Source: an optimization exercise on an open RTL-to-GDS flow (aim: small area). Production flows keep margins and buffers that such runs may drop.
The RTL was checked by simulation tests, not by an equivalence proof against the original design.
Power is estimated from default activity; no workload was simulated. The flow treats the clock pin as an ideal source, which a real chip does not have.

## regfile_scoreboard
module regfile_scoreboard
#(
    parameter int XLEN     = regfile_pkg::DEF_XLEN,
    parameter int NUM_REGS = regfile_pkg::DEF_NUM_REGS,
    localparam int NUM_READ = 2,
    localparam int AW       = $clog2(NUM_REGS)
) (
    input  logic                     clock,
    input  logic                     reset,
    input  logic [NUM_READ*AW-1:0]   rs_addr,
    output logic [NUM_READ*XLEN-1:0] rs_data,
    output logic [NUM_READ-1:0]      rs_ready,
    input  logic                     wb_en,
    input  logic [AW-1:0]            wb_addr,
    input  logic [XLEN-1:0]          wb_data,
    input  logic                     issue_en,
    input  logic [AW-1:0]            issue_addr,
    input  logic                     flush,
    output logic [NUM_REGS-1:0]      busy_vec
);
    logic [(NUM_REGS-1)*XLEN-1:0] regs;    
    logic [NUM_REGS-1:1]          valid;
    logic [NUM_REGS-1:1]          busy;
    logic [NUM_REGS-1:1]          wdec;
    logic [NUM_REGS-1:1]          idec;
    always_comb begin
        for (int r = 1; r < NUM_REGS; r++) begin
            wdec[r] = wb_en && (wb_addr == AW'(r));
            idec[r] = issue_en && (issue_addr == AW'(r));
        end
    end
    always_ff @(posedge clock) begin
        for (int r = 1; r < NUM_REGS; r++)
            if (wdec[r])
                regs[(r-1)*XLEN +: XLEN] <= wb_data;
    end
    always_ff @(posedge clock or posedge reset) begin
        if (reset)
            valid <= '0;
        else
            valid <= valid | wdec;
    end
    always_ff @(posedge clock or posedge reset) begin
        if (reset)
            busy <= '0;
        else if (flush)
            busy <= '0;
        else
            busy <= (busy & ~wdec) | idec;
    end
    assign busy_vec = {busy, 1'b0};
    for (genvar p = 0; p < NUM_READ; p++) begin : g_rd
        logic [AW-1:0]       a;
        logic                fwd_hit;
        logic [NUM_REGS-1:1] sel;
        logic                bsy;
        assign a = rs_addr[p*AW +: AW];
        assign fwd_hit = wb_en && !reset && (wb_addr == a) && (a != '0);
        always_comb begin
            bsy = 1'b0;
            for (int r = 1; r < NUM_REGS; r++) begin
                sel[r] = (a == AW'(r)) && valid[r] && !fwd_hit;
                bsy    = bsy | ((a == AW'(r)) && busy[r]);
            end
        end
        assign rs_ready[p] = fwd_hit || !bsy;
        regfile_read_port #(
  ...
==> flow/config.mk <==
export PLATFORM = sky130hd
export DESIGN_NAME = regfile_scoreboard
export DESIGN_NICKNAME = regfile_scoreboard
export VERILOG_FILES = /design/flow/design.v
export SDC_FILE = /design/flow/constraint.sdc
export NUM_CORES = 4
export LEC_CHECK = 0
export CAP_MARGIN = 20
export CORE_MARGIN = 2
export CORE_UTILIZATION = 30
export CTS_BUF_LIST = sky130_fd_sc_hd__clkbuf_4 sky130_fd_sc_hd__clkbuf_8
export PLACE_DENSITY = 0.45
export SLEW_MARGIN = 20
export SYNTH_HIERARCHICAL = 1
==> flow/constraint.sdc <==
create_clock -name core_clock -period 10.0 [get_ports {clock}]
set_input_delay 2.0000 -clock core_clock [delete_from_list [all_inputs] [get_ports {clock}]]
set_output_delay 2.0000 -clock core_clock [all_outputs]
set_load 0.01 [all_outputs]
run.sh (not shown) runs the stock make flow with config.mk's settings and CLKGATE_MAP_FILE= SYNTH_SCRIPT=/design/flow/synth_recipe.tcl, a recipe that flattens the netlist after the stock synthesis.
Edit:
--- a/flow/config.mk
+++ b/flow/config.mk
@@ -10,3 +10,2 @@
 export CORE_UTILIZATION = 30
-export CTS_BUF_LIST = sky130_fd_sc_hd__clkbuf_4 sky130_fd_sc_hd__clkbuf_8
 export PLACE_DENSITY = 0.45
Result: Cell area stays flat; worst setup slack improved by 0.0092 ns; non-clock buffer count came out lower by 1; via count came out lower by 1.3%.

* * *

regfile_scoreboard, a different RTL version from the one above (not shown whole).
Size in the first run: roughly 2400 cells after synthesis, about 160 I/O pins.
clock: 10.0 ns
lec_check: 0
cap_margin: 20
core_margin: 2
core_utilization: 45
place_density: 0.75
slew_margin: 20
synth_hierarchical: 1
standard.sh (not shown) runs the stock make flow with config.mk's settings and CLKGATE_MAP_FILE= SYNTH_SCRIPT=/design/flow/synth_recipe.tcl, a recipe that flattens the netlist after the stock synthesis.
==> flow/flow/run.sh <==
#!/bin/bash
# Layout flow: the standard ORFS flow, with two changes passed to ORFS
# through its own variables:
#  - ports are buffered with the smallest buffer (buf_1) instead of ORFS's pick,
#  - the clock tree uses clkbuf_16, larger sink clusters and no dummy loads.
# Each run's full output goes to flow_make.log in this folder; ORFS's per-step
# logs are under orfs/logs/.
set -euo pipefail
export BUFFER_PORTS_ARGS="-buffer_cell sky130_fd_sc_hd__buf_1"
export CTS_ARGS="-sink_clustering_enable -repair_clock_nets -dont_use_dummy_load -buf_list {sky130_fd_sc_hd__clkbuf_16} -sink_clustering_size 30 -sink_clustering_max_diameter 80"
bash standard.sh > flow_make.log 2>&1
The first run produced a clean layout.
Change:
==> flow/flow/run.sh (replaced) <==
#!/bin/bash
# Layout flow: the standard ORFS flow, with three changes passed to ORFS
# through its own variables:
#  - ports are buffered with the smallest buffer (buf_1) instead of ORFS's pick,
#  - the clock tree uses clkbuf_8, larger sink clusters and no dummy loads.
# Each run's full output goes to flow_make.log in this folder; ORFS's per-step
# logs are under orfs/logs/.
set -euo pipefail
export BUFFER_PORTS_ARGS="-buffer_cell sky130_fd_sc_hd__buf_1"
export CTS_ARGS="-sink_clustering_enable -repair_clock_nets -dont_use_dummy_load -buf_list {sky130_fd_sc_hd__clkbuf_8} -sink_clustering_size 16 -sink_clustering_max_diameter 60"
bash standard.sh > flow_make.log 2>&1
--- a/flow/config.mk
+++ b/flow/config.mk
@@ -9,5 +9,5 @@
 export CORE_MARGIN = 2
 export CORE_UTILIZATION = 45
-export PLACE_DENSITY = 0.75
+export PLACE_DENSITY = 0.6
 export SLEW_MARGIN = 20
 export SYNTH_HIERARCHICAL = 1
The changed run passed the timing, DRC and antenna checks.
Sequential power is about the same.
Total power is about the same.
Non-clock buffer count fell by 15.
Sequential share of layout area rises by 0.14 points.
Setup slack improves by 180 ps.
Combinational power climbs by about 1%.
Sequential cell count is unchanged.

## port drivers added, routing unchanged
Ports are ideal in the flow. The routed layouts listed here were re-timed in OpenROAD.
Step 1 assumes that a clkbuf_16 drives the clock port and a buf_2 every other input.
Step 2 times the ports against the registers' clock, not the clock port: input delays grow and output delays shrink by t, the midpoint of the rising clock arrivals with the driver on.
Three values: no drivers, after step 1, after step 2; two values: the first two.
| run | t (ns) | slack for setup (ns) | hold slack, ns | slew at the worst register clock pin (ns) |
|---|---|---|---|---|
| the first run of note 1 | 0.968 | 1.020 / 0.991 / 0.991 | 0.473 / 0.473 / 0.473 | 0.07 / 0.07 |
| the second run of note 1 | 0.787 | 1.029 / 1.000 / 1.000 | 0.479 / 0.479 / 0.479 | 0.07 / 0.07 |
| the first run of note 2 | 0.702 | 1.652 / 1.622 / 1.622 | 0.496 / 0.496 / 0.496 | 0.12 / 0.12 |
| the second run of note 2 | 0.770 | 1.828 / 1.785 / 1.785 | 0.494 / 0.494 / 0.494 | 0.11 / 0.11 |
After both steps setup and hold are still met in every run listed. For the second run of note 2, which loses most, drivers alone change the setup slack by -0.043 ns; drivers and shift together by -0.043 ns.
